From an optimization exercise on the open Yosys and OpenROAD flow, aimed at small area and a short achievable clock period; shortcuts taken in it are not production practice.
No run shown here included a check of the RTL's function; only the layout flow was run.
Power is estimated from default activity; no workload was simulated.

[flow/design.v]
`timescale 1ns/1ns
`default_nettype none
module enigma_top (
    input  wire       clk,
    input  wire       srstn,
    input  wire       load_i,
    input  wire       encrypt_i,
    input  wire [5:0] code_i,
    output wire [5:0] code_o,
    output wire       code_valid_o
);
    logic             loading_q;
    logic             ready_q;
    logic [63:0][5:0] ring_q;
    logic [63:0]      vld_q;
    logic [5:0]       q_q;
    logic [5:0]       r_q;
    logic             rz_q;
    logic             pend_q;
    logic [5:0]       u_q;
    logic [2:0]       ulo_q;
    logic [2:0]       jlo_q;
    logic [2:0]       d0_q;
    logic [2:0]       d1_q;
    logic             any_q;
    logic             valid_q;
    wire ld_acc  = load_i & ~ready_q;
    wire enc_acc = encrypt_i & ready_q;
    always_ff @(posedge clk) begin
        if (!srstn) begin
            loading_q <= 1'b0;
            ready_q   <= 1'b0;
        end else begin
            loading_q <= load_i & ~ready_q;
            ready_q   <= ready_q | (loading_q & ~load_i);
        end
    end
    always_ff @(posedge clk) begin
        ring_q <= {ring_q[62:0], ld_acc ? code_i : ring_q[63]};
    end
    always_ff @(posedge clk) begin
        if (!srstn) begin
            vld_q <= '0;
        end else begin
            vld_q <= {vld_q[62:0], ld_acc | vld_q[63]};
        end
    end
    always_ff @(posedge clk) begin
        if (ld_acc) begin
            q_q <= 6'd0;
        end else begin
            q_q <= q_q + 6'd1 + {5'd0, enc_acc};
        end
    end
    wire [2:0] x_lo = code_i[2:0];
    wire [2:0] x_hi = code_i[5:3];
    wire [2:0] q_lo = q_q[2:0];
    wire [2:0] q_hi = q_q[5:3];
    wire       brw  = (x_lo >= q_lo);
    logic [7:0]      sel_lo;
    logic [7:0]      eq_hi;
    logic [7:0]      sel_hi;
    logic [7:0][6:0] grp;
    logic [6:0]      fva;
    always_comb begin
        for (int l = 0; l < 8; l++) begin
            sel_lo[l] = (x_lo == 3'(q_lo - 3'(l) - 3'd1));
            eq_hi[l]  = (x_hi == 3'(q_hi - 3'(l)));
        end
        for (int h = 0; h < 8; h++) begin
            sel_hi[h] = brw ? eq_hi[(h + 1) % 8] : eq_hi[h];
        end
        fva = '0;
        for (int h = 0; h < 8; h++) begin
            grp[h] = '0;
            for (int l = 0; l < 8; l++) begin
                grp[h] = grp[h] | ({vld_q[8*h+l], ring_q[8*h+l]} & {7{sel_lo[l]}});
            end
            fva = fva | (grp[h] & {7{sel_hi[h]}});
        end
    end
    wire [5:0] fa = fva[5:0];
    wire       va = fva[6];
    wire [5:0] ra = va ? ~fa : 6'h3f;
    always_ff @(posedge clk) begin
        u_q    <= q_q;
        r_q    <= ra;
        rz_q   <= (ra == 6'd0);
        pend_q <= srstn & enc_acc;
    end
    wire [5:0] u  = u_q;
    wire       rz = rz_q;
    logic [63:0] w;
    always_comb begin
        for (int j = 0; j < 64; j++) begin
            w[j] = vld_q[j] ? (ring_q[j] == r_q) : rz;
        end
    end
    function automatic logic [2:0] msb8(input logic [7:0] v);
        logic [2:0] idx;
        idx[2] = |v[7:4];
        idx[1] = idx[2] ? (|v[7:6]) : (|v[3:2]);
        idx[0] = idx[2] ? (idx[1] ? v[7] : v[5]) : (idx[1] ? v[3] : v[1]);
        msb8 = idx;
    endfunction
    wire [2:0] u_lo = u[2:0];
    wire [2:0] u_hi = u[5:3];
    logic [7:0]      tl;
    logic [7:0]      gbelow;
    logic [7:0]      gat;
    logic [7:0]      aw;
    logic [7:0]      am;
    logic [7:0][2:0] iw;
    logic [7:0][2:0] im;
    logic [7:0]      hv;
    logic [7:0][2:0] hi;
    always_comb begin
        for (int l = 0; l < 8; l++) begin
            tl[l] = (3'(l) <= u_lo);
        end
        for (int g = 0; g < 8; g++) begin
            gbelow[g] = (3'(g) < u_hi);
            gat[g]    = (3'(g) == u_hi);
            aw[g]     = |w[8*g +: 8];
            iw[g]     = msb8(w[8*g +: 8]);
            am[g]     = |(w[8*g +: 8] & tl);
            im[g]     = msb8(w[8*g +: 8] & tl);
            hv[g]     = (gbelow[g] & aw[g]) | (gat[g] & am[g]);
            hi[g]     = gat[g] ? im[g] : iw[g];
        end
    end
    wire       anyh = |hv;
    wire       anyw = |aw;
    wire [2:0] gh   = msb8(hv);
    wire [2:0] gw   = msb8(aw);
    wire [2:0] jhi  = anyh ? gh : gw;
    wire [2:0] jlo  = anyh ? hi[gh] : iw[gw];
    always_ff @(posedge clk) begin
        ulo_q   <= u_lo;
        jlo_q   <= jlo;
        d0_q    <= u_hi - jhi;
        d1_q    <= u_hi - jhi - 3'd1;
        any_q   <= anyw;
        valid_q <= srstn & pend_q;
    end
    wire [2:0] klo = ulo_q - jlo_q;
    wire [2:0] khi = (jlo_q > ulo_q) ? d1_q : d0_q;
    assign code_o       = {khi, klo} & {6{any_q}};
    assign code_valid_o = valid_q;
endmodule
`default_nettype wire
[flow/flow/run.sh]
#!/bin/bash
set -o pipefail
cp standard.sh standard_sh.log
export BUFFER_PORTS_ARGS="-buffer_cell sky130_fd_sc_hd__buf_4"
bash standard.sh > standard.log 2>&1
[flow/standard.sh]
#!/bin/bash
# synth_recipe.tcl (not shown) runs the flow's synth.tcl, then flattens the netlist and writes it again
# the make line also repeats each setting of config.mk as NAME=value (left out here)
make -C /OpenROAD-flow-scripts/flow DESIGN_CONFIG=/design/flow/config.mk WORK_HOME=/design/flow/orfs CLKGATE_MAP_FILE= SYNTH_SCRIPT=/design/flow/synth_recipe.tcl "${@:-finish}"
[flow/config.mk]
export PLATFORM = sky130hd
export DESIGN_NAME = enigma_top
export DESIGN_NICKNAME = enigma_top
export VERILOG_FILES = /design/flow/design.v
export SDC_FILE = /design/flow/constraint.sdc
export NUM_CORES = 4
export LEC_CHECK = 0
export CAP_MARGIN = 20
export CORE_MARGIN = 2
export CORE_UTILIZATION = 60
export CTS_BUF_LIST = sky130_fd_sc_hd__clkbuf_16
export CTS_CLUSTER_DIAMETER = 100
export CTS_CLUSTER_SIZE = 22
export SETUP_SLACK_MARGIN = 2.5
export SLEW_MARGIN = 20
[flow/constraint.sdc]
create_clock -name core_clock -period 6.0 [get_ports {clk}]
set_input_delay 1.2000 -clock core_clock [delete_from_list [all_inputs] [get_ports {clk}]]
set_output_delay 1.2000 -clock core_clock [all_outputs]
set_load 0.01 [all_outputs]
==> flow_summary.json, run 1 <==
{
  "fin_skew_ns": 0.01901,
  "clkTransAtPathRegs_ns": 0.10,
  "cp_max_fo": 8,
  "fmax_mhz": 262.2,
  "maxCapViolations": 0,
  "drive_gt1_share_pct": 25.90,
  "post_drt_wl_per_cell_microns": 30.08,
  "final_cell_mix": "473 x dfxtp_1, 288 x xnor2_1, 144 x buf_4",
  "post-route-period-util_pct": 63.56,
  "synth_ff_type": "dfxtp_1",
  "yosysUniqueCellTypes": 95,
  "required_ns": 6.48,
  "ant_nets": 0,
  "crit_arrival_ns": 4.29,
  "syn_nets": 2138,
  "p_leak_nw": 9.788,
  "via_count": 18540,
  "pre_cts_slack_ns": 1.104,
  "ys_ff_latch": 484,
  "io_pins": 17,
  "die_area_sq_mm": 0.03781,
  "nNetsFinal": 2256,
  "grt_max_degree": 69,
  "setup_violations": 0,
  "yosysWarningCount": 1,
  "slew_headroom_pct": 46.96,
  "setup_slack_ns": 2.187,
  "dp_hpwl_mm": 46.66,
  "antenna_found_initial": 2,
  "netlist_instances": 2110,
  "port_buffers": 16,
  "clockBufferDepth": 3,
  "insertion_delay_ns": 0.59,
  "initial_core_util_pct": 61.03,
  "regArea_sq_mm": 0.009726,
  "drc": 0,
  "cts_tree": "built",
  "final_common_cell": "dfxtp_1",
  "grt_usage_pct": 41.04,
  "multiInputGateArea_sq_mm": 0.01289,
  "min_path_type": "reg2reg",
  "synth.yosys.seq_area_share_pct": 44.52,
  "synthArstFlopShare_pct": 0,
  "finalCriticalPeriod_ns": 3.813,
  "cts_sinks": 484,
  "avgSynthCellArea_sq_um": 10.31,
  "slew_viol_final": 0,
  "grt-ovfl-total": 0,
  "hold_viol": 0,
  "drt_iter0_drc": 2585,
  "viasPerCell": 6.890,
  "synth_area_sq_mm": 0.02176,
  "status": "no timing/DRC/antenna violations",
  "p_per_area_mw_per_mm2": 266.4,
  "cts_hold_buf": 0,
  "gp_congestion": 1.025,
  "timing.setup.tns_ns": 0,
  "die_w_microns": 194.4,
  "rsz0062_at_grt": "yes",
  "grt_pass1_wl_mm": 117.1,
  "dieHeight_microns": 194.4,
  "drt_pre_antenna_iters": 10,
  "startpoint_type": "register",
  "rows": 69,
  "grt_pass1_vias": 18000,
  "tightest_slew_ns": 0.7945,
  "path_class": "reg2reg",
  "area_growth_pct": 21.07,
  "wirelength_mm": 80.94,
  "peakVddDrop_v": 0.0002626,
  "cts_inserted_buffers": 25,
  "power_mw": 7.019,
  "cts-root-buf": "clkbuf_16",
  "fill_cells": 2452,
  "htreeDepth": 1,
  "synth_edf_count": 0,
  "core_sq_mm": 0.03566,
  "critPathCaptureType": "register"
}
[synthesized netlist by cell type (18+ instances only)]
library cell | count | share of area (%)
dfxtp_1 | 484 | 45
a22oi_1 | 65 | 2.2
o21ai_0 | 29 | 0.67
o22ai_1 | 70 | 2.0
xnor2_1 | 304 | 12
nand4_1 | 53 | 1.5
nor2_1 | 73 | 1.3
mux2i_1 | 18 | 0.83
nor4_1 | 25 | 0.72
a21oi_1 | 31 | 0.71
xor2_1 | 99 | 4.0
nand2_1 | 119 | 2.1
clkbuf_1 | 65 | 1.1
mux2_2 | 63 | 3.3
nand3_1 | 63 | 1.4
nor2b_1 | 18 | 0.52
inv_1 | 30 | 0.52
a222oi_1 | 56 | 2.6
a221oi_1 | 63 | 2.5
and2_1 | 79 | 2.3
[layout make-up]
| cell class | count | share of cell area [%] |
|---|---|---|
| Multi-Input combinational cell | 1477 | 48.92 |
| Sequential cell | 484 | 36.91 |
| Timing Repair Buffer | 207 | 8.989 |
| Clock buffer | 25 | 2.374 |
| Tap cell | 461 | 2.189 |
| Inverter | 32 | 0.5176 |
| Clock inverter | 2 | 0.04749 |
| Timing Repair inverter | 1 | 0.03324 |
| Antenna cell | 2 | 0.01900 |
[timing repair]
| action | 4_1_cts | 5_1_grt |
|---|---|---|
| setup endpoints to repair | 19 | 12 |
| pin swaps | 67 | 42 |
| hold endpoints to repair | 0 | 0 |
| gates resized for setup | 206 | 115 |
| gates cloned | 12 | 1 |
| setup buffers | 119 | 37 |
[routing by layer]
metal | part of all wire [%] | vias up | GRT usage [%] | wire [microns]
met2 | 44 | 1250 | 62.83 | 35230
met5 | 0.040 | - | 0 | 32
li1 | - | 7910 | - | -
met4 | 6.7 | 2 | 23.76 | 5441
met3 | 11 | 369 | 10.48 | 9087
met1 | 38 | 9009 | 52.67 | 31150
[metrics by stage]
step | hold WS (ns) | utilization, % | area, sq um | instances
after floorplan | 0.3300 | - | 21910 | 2110
after global placement | 0.3642 | 61.79 | 22030 | 2493
after detailed placement | 0.3687 | 61.79 | 22030 | 2493
after CTS | 0.3793 | 70.99 | 25310 | 2651
after global routing | 0.3859 | 73.88 | 26340 | 2689
final | 0.3798 | 73.90 | 26350 | 2691
[worst max-delay path, cell delays in order, from the launching register on]
cell	delay, ns
dfxtp_4	0.47
buf_16	0.18
buf_12	0.15
xnor2_1	0.12
nand4_1	0.19
o22ai_4	0.12
a311oi_2	0.31
nand4b_1	0.25
buf_4	0.22
a211o_1	0.25
a21o_1	0.22
a21o_1	0.17
ha_2	0.18
fa_2	0.35
xnor2_2	0.15
xnor2_2	0.17
xor2_1	0.17
[sequential cells by signal (all words and copies together), names as in the netlist]
signal,flops
rz_q,1
d1_q,3
vld_q,64
r_q,6
valid_q,1
jlo_q,3
pend_q,1
any_q,1
ulo_q,3
d0_q,3
loading_q,1
q_q,6
ring_q,384
u_q,6
ready_q,1
[power by group]
part | total (mW) | internal, mW | switching (mW) | leakage [nW]
Clock | 1.77 | 0.747 | 1.03 | 0.318
Combinational | 1.71 | 0.592 | 1.12 | 5.49
Sequential | 3.53 | 3.35 | 0.183 | 3.98
[final timing paths]
| path | startpoint | end | slack, ns | cells after the start |
|---|---|---|---|---|
| setup / recovery | r_q[5] | d1_q[2] | 2.19 | 16 |
| setup reg to reg | r_q[5] | d1_q[2] | 2.19 | 16 |
| hold / removal | ring_q[13] | ring_q[19] | 0.38 | 0 |
| hold reg to reg | ring_q[13] | ring_q[19] | 0.38 | 0 |
[kinds of logic after synthesis]
group / synth area share [%]
xor gates and xnor gates: 16.44
and+or+nand+nor: 12.92
DFF: 44.52
adders and majority gates: 1.104
muxes: 4.140
buffers and inverters: 4.680
AOI/OAI and AO/OA: 16.19
==> run 2, diff against run 1 <==
--- a/flow/design.v
+++ b/flow/design.v
@@ -21,6 +21,6 @@
     logic [2:0]       ulo_q;
     logic [2:0]       jlo_q;
-    logic [2:0]       d0_q;
-    logic [2:0]       d1_q;
+    logic [2:0]       h0_q;
+    logic [2:0]       h1_q;
     logic             any_q;
     logic             valid_q;
@@ -136,14 +136,22 @@
     wire [2:0] jhi  = anyh ? gh : gw;
     wire [2:0] jlo  = anyh ? hi[gh] : iw[gw];
+    logic [7:0][2:0] hc0;
+    logic [7:0][2:0] hc1;
+    always_comb begin
+        for (int g = 0; g < 8; g++) begin
+            hc0[g] = u_hi - 3'(g);
+            hc1[g] = u_hi - 3'(g) - 3'd1;
+        end
+    end
     always_ff @(posedge clk) begin
         ulo_q   <= u_lo;
         jlo_q   <= jlo;
-        d0_q    <= u_hi - jhi;
-        d1_q    <= u_hi - jhi - 3'd1;
+        h0_q    <= hc0[jhi];
+        h1_q    <= hc1[jhi];
         any_q   <= anyw;
         valid_q <= srstn & pend_q;
     end
     wire [2:0] klo = ulo_q - jlo_q;
-    wire [2:0] khi = (jlo_q > ulo_q) ? d1_q : d0_q;
+    wire [2:0] khi = (jlo_q > ulo_q) ? h1_q : h0_q;
     assign code_o       = {khi, klo} & {6{any_q}};
     assign code_valid_o = valid_q;
==> run 2 against run 1 <==
Non-clock buffer count fell by 24; clock skew rose by 0.011 ns; synthesized cell count increased by 4.9%; critical endpoint is now h0_q[2]; highest routed layer is now met4.
==> flow_summary.json, run 2 <==
{
  "area_growth_pct": 16.83,
  "critPathCaptureType": "register",
  "avgSynthCellArea_sq_um": 9.979,
  "yosysWarningCount": 1,
  "synth_area_sq_mm": 0.02209,
  "finish.utilization_pct": 70.84,
  "required_ns": 6.45,
  "maxCapViolations": 0,
  "cp_max_fo": 22,
  "drive_gt1_share_pct": 19.09,
  "synth_ff_type": "dfxtp_1",
  "grt_pass1_wl_mm": 113.4,
  "final_cell_mix": "474 x dfxtp_1, 314 x xnor2_1, 125 x buf_4",
  "synth_top_area_cell": "dfxtp_1",
  "post_drt_wl_per_cell_microns": 30.05,
  "ant_nets": 0,
  "netlist_instances": 2214,
  "grt_max_degree": 69,
  "cts_tree": "built",
  "final_common_cell": "dfxtp_1",
  "synth.area.top_cells": "dfxtp_1 44%, xnor2_1 13%, xor2_1 3.8%",
  "dp_hpwl_mm": 51.82,
  "yosysUniqueCellTypes": 93,
  "via_count": 19240,
  "cpMostUsedCell": "buf_4",
  "status": "no timing/DRC/antenna violations",
  "cpPeakStageDelay_ns": 0.52,
  "drt_pre_antenna_iters": 9,
  "clockBufferDepth": 3,
  "top_register": "ring_q",
  "slew_viol_final": 0,
  "die_w_microns": 195.9,
  "multiInputGateArea_sq_mm": 0.01261,
  "clkTransAtPathRegs_ns": 0.10,
  "crit_arrival_ns": 4.10,
  "cts-root-buf": "clkbuf_16",
  "min_path_type": "reg2reg",
  "synthArstFlopShare_pct": 0,
  "startpoint_type": "register",
  "rows": 70,
  "worstPathCellList": "buf_4 -> nor2_2 -> o21ai_0 -> a211oi_1 -> o22ai_1 -> a211oi_4 -> nand4_1 -> buf_4 -> or3_4 -> a21oi_4 -> mux2i_1 -> o221ai_1",
  "fill_cells": 2755,
  "p_per_area_mw_per_mm2": 267.7,
  "antenna_found_initial": 0,
  "fmax_mhz": 273.8,
  "grt_usage_pct": 39.34,
  "syn_nets": 2253,
  "io_pins": 17,
  "drt_iter0_drc": 2842,
  "yosysMostFrequentCell": "dfxtp_1",
  "wirelength_mm": 83.19,
  "insertion_delay_ns": 0.60,
  "gp_congestion": 0.9947,
  "core_sq_mm": 0.03643,
  "drc": 0,
  "timing.setup.tns_ns": 0,
  "critPathSlowestCell": "nor2_2",
  "yosys-top-cells-count": "484 x dfxtp_1, 317 x xnor2_1, 105 x a21oi_1",
  "slew_headroom_pct": 48.09,
  "die_area_sq_mm": 0.03837,
  "fin_skew_ns": 0.02998,
  "dieHeight_microns": 195.9,
  "htreeDepth": 1,
  "yosys.area.top_type_share_pct": 43.86,
  "p_leak_nw": 9.232,
  "peakVddDrop_v": 0.0004259,
  "synth_edf_count": 0,
  "cts_sinks": 484,
  "tightest_slew_ns": 0.7787,
  "top_regs": "ring_q: 384 flops, vld_q: 64 flops",
  "dp_cells": 2604,
  "port_buffers": 16,
  "synth.yosys.seq_area_share_pct": 43.86,
  "finalCriticalPeriod_ns": 3.652,
  "viasPerCell": 6.951,
  "largest_reg_flops": 384,
  "initial_core_util_pct": 60.64,
  "diodes": 0,
  "layoutNonFillerInstCount": 2768,
  "hold_viol": 0,
  "setup_violations": 0,
  "regArea_sq_mm": 0.009717,
  "post-route-period-util_pct": 60.87,
  "path_class": "reg2reg",
  "rsz0062_at_grt": "yes",
  "nNetsFinal": 2340,
  "cts_inserted_buffers": 25,
  "grt_pass1_vias": 17680,
  "ys_ff_latch": 484,
  "grt-ovfl-total": 0
}
run 2: cell types whose count changed in the layout (fill, tap and decap cells not counted), moves of 11 or more:
cell,previous run,this run
a21oi_1,23,80
a21oi_2,7,23
a221oi_1,24,2
a221oi_2,30,2
buf_4,144,125
ha_1,11,25
mux2_2,63,10
mux2i_1,12,76
nand2_1,115,90
nand4_1,53,64
o211ai_1,10,61
xnor2_1,288,314
xor2_1,62,75
xor2_2,33,20
run 2: cell type report:
class                           instances  share of cell area (%)
Multi-Input combinational cell       1570                   48.85
Sequential cell                       484                   37.65
Timing Repair Buffer                  183                   8.105
Clock buffer                           25                   2.424
Tap cell                              468                   2.269
Inverter                               35                  0.6254
Timing Repair inverter                  2                 0.06787
Clock inverter                          1                 0.01454
run 2: stage by stage:
stage / setup WS (ns) / hold WS (ns) / total power, mW / area [sq um]
after floorplan: 2.494 / 0.3529 / 4.333 / 22170
after global placement: 1.603 / 0.3671 / 4.884 / 22410
after detailed placement: 1.601 / 0.3694 / 4.901 / 22410
after CTS: 2.500 / 0.3765 / 6.654 / 24190
after global routing: 2.239 / 0.3811 / 7.036 / 25810
final: 2.348 / 0.3617 / 6.910 / 25810
run 2: what timing repair did:
action | in CTS | in global routing
setup buffers | 50 | 74
hold buffers | 0 | 0
pin swaps | 17 | 43
endpoints found under the setup margin | 17 | 19
gates cloned | 2 | 12
resized for setup | 100 | 146
run 2: per-layer routing:
layer	routed length [microns]	share of wire [%]	global-route usage [%]	vias to the layer above
met1	32410	39	53.71	9309
met2	35810	43	60.76	1413
met3	10130	12	7.994	303
li1	-	-	-	8214
met4	4839	5.8	16.78	0
met5	0	0	0	-
run 2: path summary, 6_finish.rpt:
check,cells past startpoint,to,slack [ns],from
setup / recovery,12,h0_q[2],2.35,u_q[2]
hold / removal,0,ring_q[14],0.36,ring_q[8]
setup reg to reg,12,h0_q[2],2.35,u_q[2]
hold reg to reg,0,ring_q[14],0.36,ring_q[8]
run 2: worst max-delay path: cells and delay by family, from the launching register on:
| family | cells | cell delay [ns] |
|---|---|---|
| AO/OA/AOI/OAI | 6 | 1.33 |
| buffers and inverters | 2 | 0.44 |
| flip-flops | 1 | 0.31 |
| multiplexers | 1 | 0.23 |
| AND/OR/NAND/NOR | 3 | 1.15 |
run 2: cell families (layout without fill, tap and decap cells):
logic type / count (synthesis) / after routing / share of synthesized area [%]
simple gates: 513 / 514 / 12.55
buf+inv: 162 / 246 / 4.310
xor+xnor: 414 / 414 / 16.48
fa+ha+maj: 29 / 29 / 1.676
mux: 87 / 87 / 4.004
compound gates: 525 / 526 / 17.12
flops: 484 / 484 / 43.86
run 2: power by group:
| group | total (mW) | internal (mW) | switching, mW | leakage (nW) |
|---|---|---|---|---|
| Sequential | 3.52 | 3.35 | 0.173 | 3.98 |
| Clock | 1.77 | 0.743 | 1.03 | 0.313 |
| Combinational | 1.62 | 0.523 | 1.10 | 4.94 |
| Total | 6.91 | 4.61 | 2.30 | 9.23 |

-- static timing again, ports no longer ideal --
No port has a modelled driver above. Below, the same layouts with a new extraction and two added sets of constraints.
Step 1 assumes that a clkbuf_16 drives the clock port and a buf_2 every other input.
Step 2 adds t to the input delays and takes it off the output delays; t is the mean of the earliest and latest rising clock arrival at the registers after step 1. Input paths then give back, and output paths get back, about the clock's delay inside the block.
Slacks: no drivers / after step 1 / after step 2; pairs: no drivers / after step 1.
| run | t (ns) | setup WS [ns] | hold WS [ns] |
|---|---|---|---|
| run 1 | 0.645 | 2.187 / 2.187 / 1.844 | 0.380 / 0.380 / 0.380 |
| run 2 | 0.637 | 2.348 / 2.348 / 1.918 | 0.362 / 0.362 / 0.362 |
After both steps setup and hold are still met in every run listed. The setup slack of run 2, which loses most, moves by 0.000 ns with the drivers and by -0.430 ns with both steps.
